From an optimization exercise on the open Yosys and OpenROAD flow, aimed at a short achievable clock period and few clock cycles; shortcuts taken in it are not production practice. In this exercise RTL edits were held to simulation tests only and were not proved equivalent to the original. Power figures rest on the tool's default switching activity, not on a simulated workload.

==> config.mk <==
export PLATFORM = sky130hd
export DESIGN_NAME = ipc_rendezvous_scheduler
export DESIGN_NICKNAME = ipc_rendezvous_scheduler
export VERILOG_FILES = /design/flow/design.v
export SDC_FILE = /design/flow/constraint.sdc
export NUM_CORES = 4
export LEC_CHECK = 0
export CAP_MARGIN = 20
export CORE_MARGIN = 2
export CORE_UTILIZATION = 40
export SLEW_MARGIN = 20
==> constraint.sdc <==
create_clock -name core_clock -period 6.0 [get_ports {clk_i}]
set_input_delay 1.2000 -clock core_clock [delete_from_list [all_inputs] [get_ports {clk_i}]]
set_output_delay 1.2000 -clock core_clock [all_outputs]
set_load 0.01 [all_outputs]
==> design.v <==
package irs_pkg;
  localparam int unsigned PID_W  = 4;
  localparam int unsigned LINK_W = 5;
  localparam int unsigned TAG_W  = 16;
  localparam int unsigned TICK_W = 8;
  typedef enum logic [2:0] {
    CMD_SEND  = 3'd0,
    CMD_RECV  = 3'd1,
    CMD_SCHED = 3'd2,
    CMD_POST  = 3'd3,
    CMD_LOAD  = 3'd4,
    CMD_TICK  = 3'd5
  } cmd_e;
  localparam logic [2:0] STS_DELIVERED = 3'd0;
  localparam logic [2:0] STS_BLOCKED   = 3'd1;
  localparam logic [2:0] STS_DEADLOCK  = 3'd2;
  localparam logic [2:0] STS_INT       = 3'd3;
  localparam logic [2:0] STS_DONE      = 3'd4;
  localparam logic [2:0] STS_IDLE_ALL  = 3'd5;
  localparam logic [1:0] PS_RUN  = 2'd0;
  localparam logic [1:0] PS_SEND = 2'd1;
  localparam logic [1:0] PS_RECV = 2'd2;
  localparam logic [LINK_W-1:0] PEER_ANY = 5'd16;
  localparam logic [LINK_W-1:0] PEER_INT = 5'd17;
  localparam logic [LINK_W-1:0] NO_LINK  = 5'd16;
  typedef struct packed {
    logic [1:0]        proc_state;
    logic [PID_W-1:0]  send_target;
    logic [LINK_W-1:0] recv_source;
    logic              int_pending;
    logic [LINK_W-1:0] queue_head;
    logic [LINK_W-1:0] queue_next;
    logic [TAG_W-1:0]  buffer_tag;
    logic [TICK_W-1:0] tick_left;
    logic [TICK_W-1:0] prio;
  } rec_t;
  localparam rec_t REC_RESET = {
    PS_RUN, {PID_W{1'b0}}, {LINK_W{1'b0}}, 1'b0,
    NO_LINK, NO_LINK, {TAG_W{1'b0}}, {TICK_W{1'b0}}, {TICK_W{1'b0}}
  };
endpackage
module ipc_rendezvous_scheduler #(
  parameter int unsigned NUM_TASKS = 4,
  parameter int unsigned NUM_USER  = 12
) (
  input  logic        clk_i,
  input  logic        rst_ni,
  input  logic        s_axis_tvalid,
  output logic        s_axis_tready,
  input  logic [39:0] s_axis_tdata,
  output logic        m_axis_tvalid,
  input  logic        m_axis_tready,
  output logic [31:0] m_axis_tdata
);
  localparam int N = 16;
  logic        rdy_q;
  logic        cv_q;
  logic [5:0]  op_q;       
  logic [3:0]  c_q;
  logic [N-1:0] coh_q;
  logic [N-1:0] poh_q;     
  logic        pnamed_q;   
  logic        pany_q, pint_q;
  logic [15:0] tag_q;
  logic [7:0]  val_q;
  logic        accept;
  assign s_axis_tready = rdy_q;
  assign accept        = s_axis_tvalid && rdy_q;
  always_ff @(posedge clk_i or negedge rst_ni) begin
    if (!rst_ni) begin
      cv_q <= 1'b0;
    end else begin
      cv_q <= accept;
    end
  end
  always_ff @(posedge clk_i) begin
    if (accept) begin
      for (int k = 0; k < 6; k++) op_q[k] <= (s_axis_tdata[2:0] == 3'(k));
      c_q      <= s_axis_tdata[6:3];
      for (int k = 0; k < N; k++) begin
        coh_q[k] <= (s_axis_tdata[6:3] == 4'(k));
        poh_q[k] <= (s_axis_tdata[11:7] == 5'(k));
      end
      pnamed_q <= !s_axis_tdata[11] && (s_axis_tdata[10:7] != s_axis_tdata[6:3]);
      pany_q   <= (s_axis_tdata[11:7] == irs_pkg::PEER_ANY);
      pint_q   <= (s_axis_tdata[11:7] == irs_pkg::PEER_INT);
      tag_q    <= s_axis_tdata[27:12];
      val_q    <= s_axis_tdata[35:28];
    end
  end
  logic [N-1:0]        snd_q, rcv_q;           
  logic [N-1:0][N-1:0] tgt_q;                  
  logic [N-1:0]        rany_q, rint_q;         
  logic [N-1:0][N-1:0] rsrc_q;                 
  logic [N-1:0]        ip_q;                   
  logic [N-1:0][15:0]  btag_q;                 
  logic [N-1:0][7:0]   tick_q, prio_q;
  logic [N-1:0][N-1:0] reach_q;                
  logic [N-1:0][N-1:0] older_q;                
  logic [N-1:0][N-1:0] head_q;                 
  logic [3:0]          run_q;
  logic [N-1:0]        runoh_q;
  logic [N-1:0]        snd_d, rcv_d, rany_d, rint_d, ip_d;
  logic [N-1:0][N-1:0] tgt_d, rsrc_d, reach_d, older_d, head_d;
  logic [N-1:0][15:0]  btag_d;
  logic [N-1:0][7:0]   tick_d, prio_d;
  logic [3:0]          run_d;
  logic [N-1:0]        runoh_d;
  logic [N-1:0] runable, reach_p, wait_c, tgt_c, q_c, head_c, q2, second_c, src_oh;
  logic [N-1:0] excl, runn, cand1, cand2, win1, win2;
  logic         is_send, is_recv, is_sched, is_post, is_load, is_tick;
  logic         c_run, dl, dlv, s_valid, s_block;
  logic         r_valid, r_int, hv, p_to_c, r_any_dlv, r_named_dlv, r_dlv, r_block;
  logic         c_ip, po_int;
  logic [7:0]   t_run;
  logic         t_nz, t_sched, sched, any1, any2, refill, do_ins;
  logic [3:0]   w1_pid, w2_pid, src_pid;
  logic [15:0]  src_tag;
  logic [2:0]   sts;
  logic [4:0]   from;
  logic [3:0]   to;
  logic [15:0]  dtag;
  logic [N-1:0][N-1:0] beat1, beat2, older_t;
  logic [N-1:0] reach_s;
  always_comb begin
    {is_send, is_recv, is_sched, is_post, is_load, is_tick} = 6'b0;
    if (cv_q) begin
      is_send  = op_q[0];
      is_recv  = op_q[1];
      is_sched = op_q[2];
      is_post  = op_q[3];
      is_load  = op_q[4];
      is_tick  = op_q[5];
    end
    runable = ~snd_q & ~rcv_q;
    c_run   = |(coh_q & runable);
    c_ip    = |(coh_q & ip_q);
    reach_p = '0;
    for (int i = 0; i < N; i++) if (poh_q[i]) reach_p |= reach_q[i];
    for (int i = 0; i < N; i++) begin
      wait_c[i] = rcv_q[i] && (rany_q[i] || |(rsrc_q[i] & coh_q));
      tgt_c[i]  = |(tgt_q[i] & coh_q);
    end
    q_c    = tgt_c;                            
    head_c = '0;
    for (int i = 0; i < N; i++) if (coh_q[i]) head_c |= head_q[i];
    hv     = |head_c;
    q2     = q_c & ~head_c;
    for (int i = 0; i < N; i++) begin
      older_t[i] = '0;
      for (int j = 0; j < N; j++) older_t[i][j] = older_q[j][i];
      second_c[i] = q2[i] && !(|(q2 & older_t[i]));
    end
    dl      = |(reach_p & coh_q);
    dlv     = |(poh_q & wait_c);
    s_valid = is_send && pnamed_q && c_run;
    s_block = s_valid && !dl && !dlv;
    r_valid     = is_recv && (pany_q || pint_q || pnamed_q) && c_run;
    r_int       = r_valid && c_ip && (pany_q || pint_q);
    p_to_c      = |(poh_q & tgt_c);
    r_any_dlv   = r_valid && !r_int && pany_q && hv;
    r_named_dlv = r_valid && pnamed_q && p_to_c;
    r_dlv       = r_any_dlv || r_named_dlv;
    r_block     = r_valid && !r_int && !r_dlv;
    src_oh      = pany_q ? head_c : poh_q;
    src_pid     = '0;
    src_tag     = '0;
    for (int i = 0; i < N; i++) if (src_oh[i]) begin
      src_pid |= 4'(i);
      src_tag |= btag_q[i];
    end
    reach_s = '0;
    for (int i = 0; i < N; i++) if (src_oh[i]) reach_s |= reach_q[i];
    po_int = is_post && |(coh_q & rcv_q & (rany_q | rint_q));
    t_run = '0;
    for (int i = 0; i < N; i++) if (runoh_q[i]) t_run |= tick_q[i];
    t_nz    = (t_run != 8'd0);
    t_sched = is_tick && (t_run == 8'd1);
    excl = '0;
    runn = runable;
    if (op_q[0] || op_q[1]) begin
      excl = coh_q;
      runn = runable & ~coh_q;
    end else if (op_q[5]) begin
      excl = runoh_q;
    end
    for (int i = 0; i < N; i++) begin
      cand1[i] = runable[i] && !excl[i] && (tick_q[i] != 8'd0);
      cand2[i] = runn[i] && (prio_q[i] != 8'd0);
    end
    for (int i = 0; i < N; i++) begin
      for (int j = 0; j < N; j++) begin
        if (i == j) begin
          beat1[i][j] = 1'b1;
          beat2[i][j] = 1'b1;
        end else if (i < j) begin
          beat1[i][j] = tick_q[i] >= tick_q[j];
          beat2[i][j] = prio_q[i] >= prio_q[j];
        end else begin
          beat1[i][j] = tick_q[i] > tick_q[j];
          beat2[i][j] = prio_q[i] > prio_q[j];
        end
      end
      win1[i] = cand1[i] && &(~cand1 | beat1[i]);
      win2[i] = cand2[i] && &(~cand2 | beat2[i]);
    end
    any1   = |cand1;
    any2   = |cand2;
    w1_pid = '0;
    w2_pid = '0;
    for (int i = 0; i < N; i++) begin
      if (win1[i]) w1_pid |= 4'(i);
      if (win2[i]) w2_pid |= 4'(i);
    end
    sched  = is_sched || s_block || r_block || t_sched;
    refill = sched && !any1;
    sts  = irs_pkg::STS_DONE;
    from = '0;
    to   = '0;
    dtag = '0;
    if (s_valid) begin
      if (dl) begin
        sts = irs_pkg::STS_DEADLOCK;
      end else if (dlv) begin
        sts  = irs_pkg::STS_DELIVERED;
        from = {1'b0, c_q};
        for (int i = 0; i < N; i++) if (poh_q[i]) to = 4'(i);
        dtag = tag_q;
      end else begin
        sts = irs_pkg::STS_BLOCKED;
      end
    end
    if (r_int || po_int) begin
      sts  = irs_pkg::STS_INT;
      from = irs_pkg::PEER_INT;
      to   = c_q;
    end
    if (r_dlv) begin
      sts  = irs_pkg::STS_DELIVERED;
      from = {1'b0, src_pid};
      to   = c_q;
      dtag = src_tag;
    end
    if (r_block) sts = irs_pkg::STS_BLOCKED;
    if ((is_sched || t_sched) && !any1 && !any2) sts = irs_pkg::STS_IDLE_ALL;
    run_d   = run_q;
    runoh_d = runoh_q;
    if (sched && any1) begin
      run_d   = w1_pid;
      runoh_d = win1;
    end else if (sched && any2) begin
      run_d   = w2_pid;
      runoh_d = win2;
    end
    snd_d   = snd_q;
    rcv_d   = rcv_q;
    tgt_d   = tgt_q;
    rany_d  = rany_q;
    rint_d  = rint_q;
    rsrc_d  = rsrc_q;
    ip_d    = ip_q;
    btag_d  = btag_q;
    tick_d  = tick_q;
    prio_d  = prio_q;
    reach_d = reach_q;
    older_d = older_q;
    head_d  = head_q;
    for (int i = 0; i < N; i++) begin
      if ((s_valid && !dl && dlv && poh_q[i]) || (po_int && coh_q[i])) begin
        rcv_d[i]  = 1'b0;
        rany_d[i] = 1'b0;
        rint_d[i] = 1'b0;
        rsrc_d[i] = '0;
      end
      if (s_block && coh_q[i]) begin
        snd_d[i]  = 1'b1;
        tgt_d[i]  = poh_q;
        btag_d[i] = tag_q;
      end
      if (s_block) begin
        older_d[i][c_q] = 1'b1;
        if (coh_q[i]) older_d[i] = '0;
        if (poh_q[i] && !(|head_q[i])) head_d[i] = coh_q;
        if (coh_q[i] || reach_q[i][c_q]) reach_d[i] = reach_q[i] | poh_q | reach_p;
      end
      if (r_block && coh_q[i]) begin
        rcv_d[i]  = 1'b1;
        rany_d[i] = pany_q;
        rint_d[i] = pint_q;
        rsrc_d[i] = poh_q;
      end
      if (r_int && coh_q[i]) ip_d[i] = 1'b0;
      if (is_post && !po_int && coh_q[i]) ip_d[i] = 1'b1;
      if (r_dlv) begin
        if (src_oh[i]) begin
          snd_d[i]   = 1'b0;
          tgt_d[i]   = '0;
          reach_d[i] = '0;
        end else if (|(reach_q[i] & src_oh)) begin
          reach_d[i] = reach_q[i] & ~reach_s;
        end
        if (coh_q[i] && |(head_c & src_oh)) head_d[i] = second_c;
      end
      if (is_load && coh_q[i]) prio_d[i] = val_q;
      if (is_tick && t_nz && runoh_q[i]) tick_d[i] = tick_q[i] - 8'd1;
      if (refill && runn[i]) tick_d[i] = prio_q[i];
    end
  end
  always_ff @(posedge clk_i or negedge rst_ni) begin
    if (!rst_ni) begin
      snd_q   <= '0;
      rcv_q   <= '0;
      tgt_q   <= '0;
      rany_q  <= '0;
      rint_q  <= '0;
      rsrc_q  <= '0;
      ip_q    <= '0;
      tick_q  <= '0;
      prio_q  <= '0;
      reach_q <= '0;
      older_q <= '0;
      head_q  <= '0;
      run_q   <= '0;
      runoh_q <= 16'd1;
    end else if (cv_q) begin
      snd_q   <= snd_d;
      rcv_q   <= rcv_d;
      tgt_q   <= tgt_d;
      rany_q  <= rany_d;
      rint_q  <= rint_d;
      rsrc_q  <= rsrc_d;
      ip_q    <= ip_d;
      tick_q  <= tick_d;
      prio_q  <= prio_d;
      reach_q <= reach_d;
      older_q <= older_d;
      head_q  <= head_d;
      run_q   <= run_d;
      runoh_q <= runoh_d;
    end
  end
  always_ff @(posedge clk_i) begin
    if (cv_q) btag_q <= btag_d;
  end
  logic        res_v_q;
  logic [31:0] res_q;
  logic [2:0]  cnt_q, cnt_d;
  logic [3:0][31:0] fifo_q, fifo_d;
  logic        pop;
  assign m_axis_tvalid = (cnt_q != 3'd0);
  assign m_axis_tdata  = fifo_q[0];
  assign pop           = m_axis_tvalid && m_axis_tready;
  always_comb begin
    fifo_d = fifo_q;
    if (pop) fifo_d = {32'b0, fifo_q[3:1]};
    cnt_d = cnt_q - 3'(pop);
    if (res_v_q) begin
      fifo_d[cnt_d[1:0]] = res_q;
      cnt_d = cnt_d + 3'd1;
    end
  end
  always_ff @(posedge clk_i or negedge rst_ni) begin
    if (!rst_ni) begin
      res_v_q <= 1'b0;
      cnt_q   <= '0;
      rdy_q   <= 1'b1;
    end else begin
      res_v_q <= cv_q;
      cnt_q   <= cnt_d;
      rdy_q   <= (cnt_d + 3'(accept) + 3'(cv_q)) < 3'd4;
    end
  end
  always_ff @(posedge clk_i) begin
    if (cv_q) res_q <= {run_d, dtag, to, from, sts};
    fifo_q <= fifo_d;
  end
endmodule
==> run.sh <==
#!/bin/bash
# synth_recipe.tcl (not shown) runs the flow's synth.tcl, then flattens the netlist and writes it again
# the make line also repeats each setting of config.mk as NAME=value (left out here)
make -C /OpenROAD-flow-scripts/flow DESIGN_CONFIG=/design/flow/config.mk WORK_HOME=/design/flow/orfs CLKGATE_MAP_FILE= SYNTH_SCRIPT=/design/flow/synth_recipe.tcl finish
==> out/results.ini, run 1 <==
[timing]
relSlewSlack_pct=15.1
setup_viol=0
worst_pin_slew_ps=1260
skew_ps=114
max_freq_ghz=0.179
rsz0062_at_grt=no
finalSetupTns_ps=0
min_period_ps=5590
slew_viol_final=0
finalCritPeriodShare_pct=93.2
timing_hold_violations_final=0

[cells_and_area]
area_growth_pct=12.2
drive_gt1_share_pct=10.2
fill_cells=34384
multi_input_area_mm2=0.0859
final_cell_mix=ha_1, dfrtp_1, a21oi_1
post-route-util_pct=45.0
regArea_mm2=0.0544
final_common_cell=ha_1
fin_cells=20006
stdcell_area_mm2=0.163
fin_nets=17001

[critical_path]
cp.buffers_inverters=1
setup.worst_path.start_class=flop
cp_max_fo=35
slowest_delay_ps=830
cp_cell_sequence=buf_12 -> a22o_1 -> a221oi_1 -> and4_1 -> nand2_1 -> nor4_2 -> a311oi_4 -> o311ai_4 -> nand2_2 -> a31oi_1 -> a31o_2
timing.rr.end=res_q[29]
worstPathArrival_ps=6400
rrSetupSlack_ps=410
cp.required_ps=6810
critical_path_class=reg -> reg
rr_startpoint=coh_q[0]
cp-startpoint=coh_q[0]
crit_end=res_q[29]
path_depth=11
reg2reg_depth=11
cp_slowest_cell=o311ai_4
cp-end-kind=flop
crit_family=compound AO/OA/AOI/OAI gates

[logic_synthesis]
postSynthAreaPerCell_um2=9.77
netlist.area_leader.share_pct=28.2
ys_seq_elements=2127
ys_async_sr_fraction_pct=77.2
synth_area_mm2=0.145
syn_nets=16893
synth.distinct_cells=104
synth_largest_area_cell=dfrtp_1
yosys-top-cells-area=dfrtp_1, ha_1, edfxtp_1
syn_inst=14883
seq_area_frac_synth_pct=37.4
synth-edff-count=357
yosys_warnings=1
ys.flop_type=dfrtp_1

[clocking]
cts_resized=0
numCtsBuffers=235
htree_levels=4
cts_setup_buffers=0
cts_tree=built
clock_sinks=2127
postCtsHoldBufs=0
cts_root_buf=clkbuf_16
clk_latency_ps=990
cts_buffer_depth=4
clk_pin_slew_ps=70

[grt]
grt_overflow=0
grt_pass1_vias=128471
grtUsageTotal_pct=36.7
grt_max_degree=167
antenna_found_initial=46
grt_pass1_wl_mm=977

[die]
placeableCoreArea_mm2=0.362
die_y_um=607
initial_utilization_pct=40.2
fp.dieArea_mm2=0.368
ios=78
num_rows=221
die_w_um=607

[place]
placed_cell_area_mm2=0.155
place_inst=19547
dp_hpwl_mm=479
gp_congestion=1.05
port_buffers=73

[route]
dr.first_iter.drc_count=19913
avgViaCountPerCell=6.86
drc_errors=0
dr.pass1.iters=9
wl_mm=696
ant_nets=0
vias=137226
wl_per_cell_um=34.8

[run]
cap_viol_max_count=0

[power]
power_mw=106
ir_drop_v=0.000447
leakage_nw=71.5
powerDensity_mw_per_mm2=651

[run_status]
run_status=finished clean

[hold_path]
hp-class=in -> async

[synthesized netlist by cell type, drive strengths merged (55+ instances only)]
library cell  instances
mux4                 80
nand4               393
mux2i               228
a221oi              267
a21o                358
o211ai              177
o32a                219
a211oi               78
and3                 78
a22oi               565
o21a                114
nor4                141
buf                 321
a32o                134
xnor2               115
nand2              1118
nor2b               213
nor2               1139
ha                 1966
clkbuf              580
o22a                154
dfrtp              1640
inv                 459
a32oi                55
dfxtp               128
a22o                449
mux2                159
a21oi              1221
nor3                169
o22ai               126
nand3               366
o21ai               592
edfxtp              357
and4                 66
and2                 61
[metal layers]
layer,up-vias,GRT usage [%],part of all wire (%)
li1,57627,-,-
met1,67959,47.9,39
met2,9208,53.2,41
met3,2406,10.1,12
met4,26,23.8,7.9
met5,-,0,0.026
[registers in the layout, summed over array words and instances (netlist names), 32 cells and up, named ones only]
register / count
rsrc_q: 256
head_q: 256
reach_q: 256
tgt_q: 256
tick_q: 128
older_q: 255
res_q: 32
prio_q: 128
fifo_q: 128
btag_q: 256
[layout make-up]
class / count / share of cell area (%)
antenna: 21 / 0.0322
tap: 4794 / 3.68
clock inverter: 117 / 0.889
timing repair buffer: 772 / 4.12
multi-input combinational: 11390 / 52.7
sequential: 2127 / 33.4
clock buffer: 320 / 4.16
inverter: 465 / 1.07
[kinds of logic after synthesis]
kind of cell	synth area share [%]
XOR/XNOR	0.735
multiplexers	4.04
flip-flops	37.4
adder cells (fa/ha/maj)	16.9
AND/OR/NAND/NOR	13.2
buffers and inverters	3.86
AO/OA/AOI/OAI	23.8
[metrics by stage]
stage / worst slack [ps] / hold WS, ps
global route: 381 / 117
finish: 409 / 100
CTS: 777 / 79.8
floorplan: 2000 / 442
detailed placement: 819 / 458
global placement: 853 / 457
[report_power, final]
part           switching [mW]  internal, mW
clock                    6.60          9.00
sequential               6.45          18.7
combinational            42.3          23.1
total                    55.4          50.8
[worst min path at each step]
stage	slack, ps	startpoint	endpoint	depth (start not counted)
floorplan	440	fifo_q[100]	fifo_q[100]	1
global placement	460	fifo_q[122]	fifo_q[122]	1
detailed placement	460	fifo_q[119]	fifo_q[119]	1
CTS	80	rst_ni	rint_q[11]	1
global route	120	rst_ni	rint_q[11]	1
finish	100	rst_ni	rint_q[11]	1
Testbench counts, summed over its fixed seeds: cycles 4,824.
==> inputs of run 2 (changes only) <==
--- a/design.v
+++ b/design.v
@@ -76,3 +76,3 @@
   always_ff @(posedge clk_i) begin
-    if (accept) begin
+    begin
       for (int k = 0; k < 6; k++) op_q[k] <= (s_axis_tdata[2:0] == 3'(k));
@@ -102,2 +102,4 @@
   logic [N-1:0]        runoh_q;
+  logic [N-1:0]        nz_q, one_q;            
+  logic [N-1:0]        nz_d, one_d;
   logic [N-1:0]        snd_d, rcv_d, rany_d, rint_d, ip_d;
@@ -114,4 +116,3 @@
   logic         c_ip, po_int;
-  logic [7:0]   t_run;
-  logic         t_nz, t_sched, sched, any1, any2, refill, do_ins;
+  logic         t_sched, sched, any1, any2, refill, do_ins;
   logic [3:0]   w1_pid, w2_pid, src_pid;
@@ -123,3 +124,2 @@
   logic [N-1:0][N-1:0] beat1, beat2, older_t;
-  logic [N-1:0] reach_s;
   always_comb begin
@@ -141,3 +141,3 @@
       wait_c[i] = rcv_q[i] && (rany_q[i] || |(rsrc_q[i] & coh_q));
-      tgt_c[i]  = |(tgt_q[i] & coh_q);
+      tgt_c[i]  = snd_q[i] && |(tgt_q[i] & coh_q);
     end
@@ -171,9 +171,4 @@
     end
-    reach_s = '0;
-    for (int i = 0; i < N; i++) if (src_oh[i]) reach_s |= reach_q[i];
     po_int = is_post && |(coh_q & rcv_q & (rany_q | rint_q));
-    t_run = '0;
-    for (int i = 0; i < N; i++) if (runoh_q[i]) t_run |= tick_q[i];
-    t_nz    = (t_run != 8'd0);
-    t_sched = is_tick && (t_run == 8'd1);
+    t_sched = is_tick && |(runoh_q & one_q);
     excl = '0;
@@ -187,3 +182,3 @@
     for (int i = 0; i < N; i++) begin
-      cand1[i] = runable[i] && !excl[i] && (tick_q[i] != 8'd0);
+      cand1[i] = runable[i] && !excl[i] && nz_q[i];
       cand2[i] = runn[i] && (prio_q[i] != 8'd0);
@@ -263,2 +258,4 @@
     tick_d  = tick_q;
+    nz_d    = nz_q;
+    one_d   = one_q;
     prio_d  = prio_q;
@@ -268,16 +265,14 @@
     for (int i = 0; i < N; i++) begin
-      if ((s_valid && !dl && dlv && poh_q[i]) || (po_int && coh_q[i])) begin
-        rcv_d[i]  = 1'b0;
-        rany_d[i] = 1'b0;
-        rint_d[i] = 1'b0;
-        rsrc_d[i] = '0;
-      end
-      if (s_block && coh_q[i]) begin
-        snd_d[i]  = 1'b1;
-        tgt_d[i]  = poh_q;
-        btag_d[i] = tag_q;
+      if ((s_valid && !dl && dlv && poh_q[i]) || (po_int && coh_q[i])) rcv_d[i] = 1'b0;
+      if (s_block && coh_q[i]) snd_d[i] = 1'b1;
+      if (is_send && c_run) begin
+        if (coh_q[i]) begin
+          tgt_d[i]   = poh_q;
+          btag_d[i]  = tag_q;
+          older_d[i] = '0;
+        end else begin
+          older_d[i][c_q] = 1'b1;
+        end
       end
       if (s_block) begin
-        older_d[i][c_q] = 1'b1;
-        if (coh_q[i]) older_d[i] = '0;
         if (poh_q[i] && !(|head_q[i])) head_d[i] = coh_q;
@@ -285,4 +280,4 @@
       end
-      if (r_block && coh_q[i]) begin
-        rcv_d[i]  = 1'b1;
+      if (r_block && coh_q[i]) rcv_d[i] = 1'b1;
+      if (is_recv && c_run && coh_q[i]) begin
         rany_d[i] = pany_q;
@@ -294,14 +289,17 @@
       if (r_dlv) begin
-        if (src_oh[i]) begin
-          snd_d[i]   = 1'b0;
-          tgt_d[i]   = '0;
-          reach_d[i] = '0;
-        end else if (|(reach_q[i] & src_oh)) begin
-          reach_d[i] = reach_q[i] & ~reach_s;
-        end
-        if (coh_q[i] && |(head_c & src_oh)) head_d[i] = second_c;
+        if (src_oh[i]) snd_d[i] = 1'b0;
+        if (src_oh[i] || |(reach_q[i] & src_oh)) reach_d[i] = reach_q[i] & ~coh_q;
+        if (coh_q[i] && (pany_q || |(head_c & poh_q))) head_d[i] = second_c;
       end
       if (is_load && coh_q[i]) prio_d[i] = val_q;
-      if (is_tick && t_nz && runoh_q[i]) tick_d[i] = tick_q[i] - 8'd1;
-      if (refill && runn[i]) tick_d[i] = prio_q[i];
+      if (is_tick && nz_q[i] && runoh_q[i]) begin
+        tick_d[i] = tick_q[i] - 8'd1;
+        nz_d[i]   = !one_q[i];
+        one_d[i]  = (tick_q[i] == 8'd2);
+      end
+      if (refill && runn[i]) begin
+        tick_d[i] = prio_q[i];
+        nz_d[i]   = (prio_q[i] != 8'd0);
+        one_d[i]  = (prio_q[i] == 8'd1);
+      end
     end
@@ -318,2 +316,4 @@
       tick_q  <= '0;
+      nz_q    <= '0;
+      one_q   <= '0;
       prio_q  <= '0;
@@ -333,2 +333,4 @@
       tick_q  <= tick_d;
+      nz_q    <= nz_d;
+      one_q   <= one_d;
       prio_q  <= prio_d;
@@ -349,3 +351,4 @@
   logic        pop;
-  assign m_axis_tvalid = (cnt_q != 3'd0);
+  logic        vld_q;
+  assign m_axis_tvalid = vld_q;
   assign m_axis_tdata  = fifo_q[0];
@@ -365,2 +368,3 @@
       cnt_q   <= '0;
+      vld_q   <= 1'b0;
       rdy_q   <= 1'b1;
@@ -369,2 +373,3 @@
       cnt_q   <= cnt_d;
+      vld_q   <= (cnt_d != 3'd0);
       rdy_q   <= (cnt_d + 3'(accept) + 3'(cv_q)) < 3'd4;
--- a/config.mk
+++ b/config.mk
@@ -7,5 +7,7 @@
 export LEC_CHECK = 0
+export ABC_CLOCK_PERIOD_IN_PS = 3000
 export CAP_MARGIN = 20
 export CORE_MARGIN = 2
-export CORE_UTILIZATION = 40
+export CORE_UTILIZATION = 55
+export SETUP_SLACK_MARGIN = 2.5
 export SLEW_MARGIN = 20
==> run 2 against run 1 <==
Net effect:
- now fails the layout checks on capacitance limit, slew limit
- clock power down 3%
- area after synthesis fell by 0.76%
- core utilization up 22 points
- total power fell by 38%
- critical path type unchanged
==> out/results.ini, run 2 <==
[cells_and_area]
area_growth_pct=20.7  ; was 12.2%
drive_gt1_share_pct=20.4  ; was 10.2%
final_cell_mix=ha_1, dfrtp_1, nand2_1  ; was ha_1, dfrtp_1, a21oi_1
fin_cells=19567  ; was 20.0k
fin_nets=17825  ; was 17.0k
final_common_cell=ha_1  ; unchanged

[die]
ios=78  ; unchanged
num_rows=188  ; was 221
fp.dieArea_mm2=0.266  ; was 0.368 mm^2
placeableCoreArea_mm2=0.262  ; was 0.362 mm^2
die_y_um=516  ; was 607 um
die_w_um=516  ; was 607 um
initial_utilization_pct=55.1  ; was 40.2%

[place]
port_buffers=73  ; unchanged
dp_hpwl_mm=475  ; was 479 mm
gp_congestion=1.13  ; was 1.05
place_inst=18518  ; was 19.5k

[power]
power_mw=66.1  ; was 106 mW
power_frac_comb_pct=49.2  ; was 61.7%
p_sw_mw=29.6  ; was 55.4 mW
p_sw_share_pct=44.8  ; was 52.2%
p_clk_share_pct=23.0  ; was 14.7%
intPower_mw=36.5  ; was 50.8 mW
sequentialPowerShare_pct=27.7  ; was 23.6%
ir_drop_v=0.000338  ; was 0.000447 V
leakage_nw=78.2  ; was 71.5 nW
powerDensity_mw_per_mm2=380  ; was 651 mW/mm^2

[logic_synthesis]
ys_async_sr_fraction_pct=77.5  ; was 77.2%
synth-edff-count=288  ; was 357
postSynthAreaPerCell_um2=9.56  ; was 9.77 um^2
yosys-top-cells-area=dfrtp_1, ha_1, edfxtp_1  ; unchanged
seq_area_frac_synth_pct=37.8  ; was 37.4%
netlist.area_leader.share_pct=29.0  ; was 28.2%
synth.distinct_cells=115  ; was 104
synth_area_mm2=0.144  ; was 0.145 mm^2
ys_seq_elements=2160  ; was 2127
syn_inst=15082  ; was 14.9k
syn_nets=17092  ; was 16.9k
ys.flop_type=dfrtp_1  ; unchanged
ys_top_cells_by_count=ha_1, dfrtp_1, a21oi_1  ; unchanged
synth_largest_area_cell=dfrtp_1  ; unchanged
yosys_warnings=1  ; unchanged
synth_most_common_cell=ha_1  ; unchanged

[clocking]
clk_latency_ps=990  ; about the same
clock_sinks=2160  ; was 2127
cts_tree=built  ; unchanged
htree_levels=4  ; unchanged
postCtsHoldBufs=0  ; unchanged
clk_pin_slew_ps=60  ; was 70 ps
cts_root_buf=clkbuf_16  ; unchanged
numCtsBuffers=229  ; was 235
cts_buffer_depth=4  ; unchanged

[route]
ant_nets=0  ; unchanged
dr.first_iter.drc_count=23494  ; was 19.9k
wl_mm=740  ; was 696 mm
avgViaCountPerCell=7.58  ; was 6.86
vias=148308  ; was 137k
wl_per_cell_um=37.8  ; was 34.8 um
drc_errors=0  ; unchanged
dr.pass1.iters=11  ; was 9

[timing]
skew_ps=106  ; was 114 ps
min_period_ps=4610  ; was 5590 ps
finalSetupTns_ps=0  ; unchanged
max_freq_ghz=0.217  ; was 0.179 GHz
relSlewSlack_pct=-40.9  ; was 15.1%
setup_viol=0  ; unchanged
timing_hold_violations_final=0  ; unchanged
rsz0062_at_grt=yes  ; was no
worst_pin_slew_ps=2100  ; was 1260 ps
slew_viol_final=2  ; was 0
finalCritPeriodShare_pct=76.8  ; was 93.2%

[run]
cap_viol_max_count=1  ; was 0

[grt]
antenna_found_initial=62  ; was 46
grt_pass1_vias=141717  ; was 128k
grt_pass1_wl_mm=1020  ; was 977 mm
grt_overflow=0  ; unchanged
grt_max_degree=172  ; was 167
grtUsageTotal_pct=53.1  ; was 36.7%

[critical_path]
worstPathArrival_ps=5480  ; was 6400 ps
cp.required_ps=6870  ; was 6810 ps
cp-end-kind=flop  ; unchanged
cp_max_fo=9  ; was 35
critical_path_class=reg -> reg  ; unchanged
setup.worst_path.start_class=flop  ; unchanged

[run_status]
run_status=failed layout checks  ; was finished clean
so_faults=capacitance limit, slew limit

[hold_path]
hp-class=in -> async  ; unchanged

run 2: cell types whose count changed after synthesis, moves of 69 or more:
cell,delta
a21oi_1,+408
a221oi_1,-78
a22o_1,-210
a32o_1,-111
buf_2,-69
dfxtp_1,+69
edfxtp_1,-69
mux2i_1,+160
nand2_1,+153
nor2_1,-421
o21ai_0,+554
o22a_1,-136
o32a_1,-200
run 2: final cells by class:
cell class,count,area (um^2)
antenna,46,115
clock buffer,323,6540
clock inverter,99,1350
fill,19987,87400
inverter,458,2030
multi-input combinational,11599,90500
sequential,2160,54700
tap,3515,4400
timing repair buffer,1367,14500
run 2: stage by stage:
step / cell area (um^2) / hold WS (ps) / util (%) / setup WS, ps
2_1_floorplan: 144000 / 442 / - / 2530
3_3_place_gp: 152000 / 455 / 58.0 / 860
3_5_place_dp: 152000 / 455 / 58.0 / 846
4_1_cts: 169000 / 274 / 64.6 / 2040
5_1_grt: 174000 / 286 / 66.5 / 1540
6_report: 174000 / 187 / 66.6 / 1390
run 2: power by group through the flow:
stage                     Clock [mW]  Combinational (mW)  Sequential (mW)
after detailed placement           0                28.6             18.3
after global routing            15.7                34.3             18.3
final                           15.2                32.5             18.3
after CTS                       15.1                30.5             18.1
after global placement             0                27.3             18.2
after floorplan                    0                17.1             17.5
run 2: final timing paths:
kind	slack, ps	end	cells after the start	from
worst max-delay path	1390	reach_q[208]	14	reach_q[122]
worst min-delay path	190	prio_q[5]	1	rst_ni
worst max register to register	1390	reach_q[208]	14	reach_q[122]
worst min register to register	480	fifo_q[120]	1	fifo_q[120]
max in group asynchronous	4040	reach_q[58]	3	rst_ni
min in group core_clock	480	fifo_q[120]	1	fifo_q[120]
run 2: kinds of logic after synthesis:
group                      share of synthesized area, %
AOI/OAI and AO/OA                                  22.9
and+or+nand+nor                                    12.8
DFF                                                37.8
adders and majority gates                          17.1
buffers and inverters                              3.83
muxes                                              5.24
xor gates and xnor gates                          0.358
run 2: timing repair:
item | 4_1_cts | 5_1_grt
resized for setup | 1072 | 861
setup buffers | 427 | 78
cloned | 38 | 37
setup endpoints to repair | 1788 | 1426
pin swaps | 171 | 156
run 2: critical path, stage by stage, from the launching register on:
cell and delay (ps):
dfrtp_2 450, a22oi_2 610, o221ai_4 280, nor4_4 310, buf_4 170, o2111ai_4 120
or4_4 650, or3_4 410, buf_12 170, buf_4 150, buf_16 160, a21oi_4 470
clkbuf_16 340, a21oi_2 70, a21oi_1 120
run 2: metal layers:
metal	vias to the layer above	global-route usage (%)	part of all wire (%)
met4	44	51.7	12
met3	4754	19.3	14
met2	13101	75.3	40
met1	71390	61.2	33
li1	59019	-	-
met5	-	0.631	0.12
Testbench counts of run 2, summed over its fixed seeds: cycles 4,824.

-- port drivers added, routing unchanged --
The results above use ideal ports. As a check the final layouts listed here were re-extracted and re-timed, cells and wires unchanged.
Step 1 (the two cells are an assumption about what drives the block):
set clk [get_ports {clk_i}]
set_driving_cell -lib_cell sky130_fd_sc_hd__clkbuf_16 $clk
set_driving_cell -lib_cell sky130_fd_sc_hd__buf_2 [delete_from_list [all_inputs] $clk]
Step 2 times the ports against the registers' clock, not the clock port: input delays grow and output delays shrink by t, the midpoint of the rising clock arrivals with the driver on.
Slacks: ideal ports / drivers / drivers and shift; pairs: ideal ports / drivers.
| run | t, ns | setup WS [ns] | clock arrival spread, ns | worst data-port slew with drivers (ns) |
|---|---|---|---|---|
| run 1 | 1.052 | 0.409 / 0.409 / 0.409 | 0.118 / 0.117 | 0.18 |
| run 2 | 1.049 | 1.390 / 1.390 / 1.390 | 0.106 / 0.106 | 0.24 |
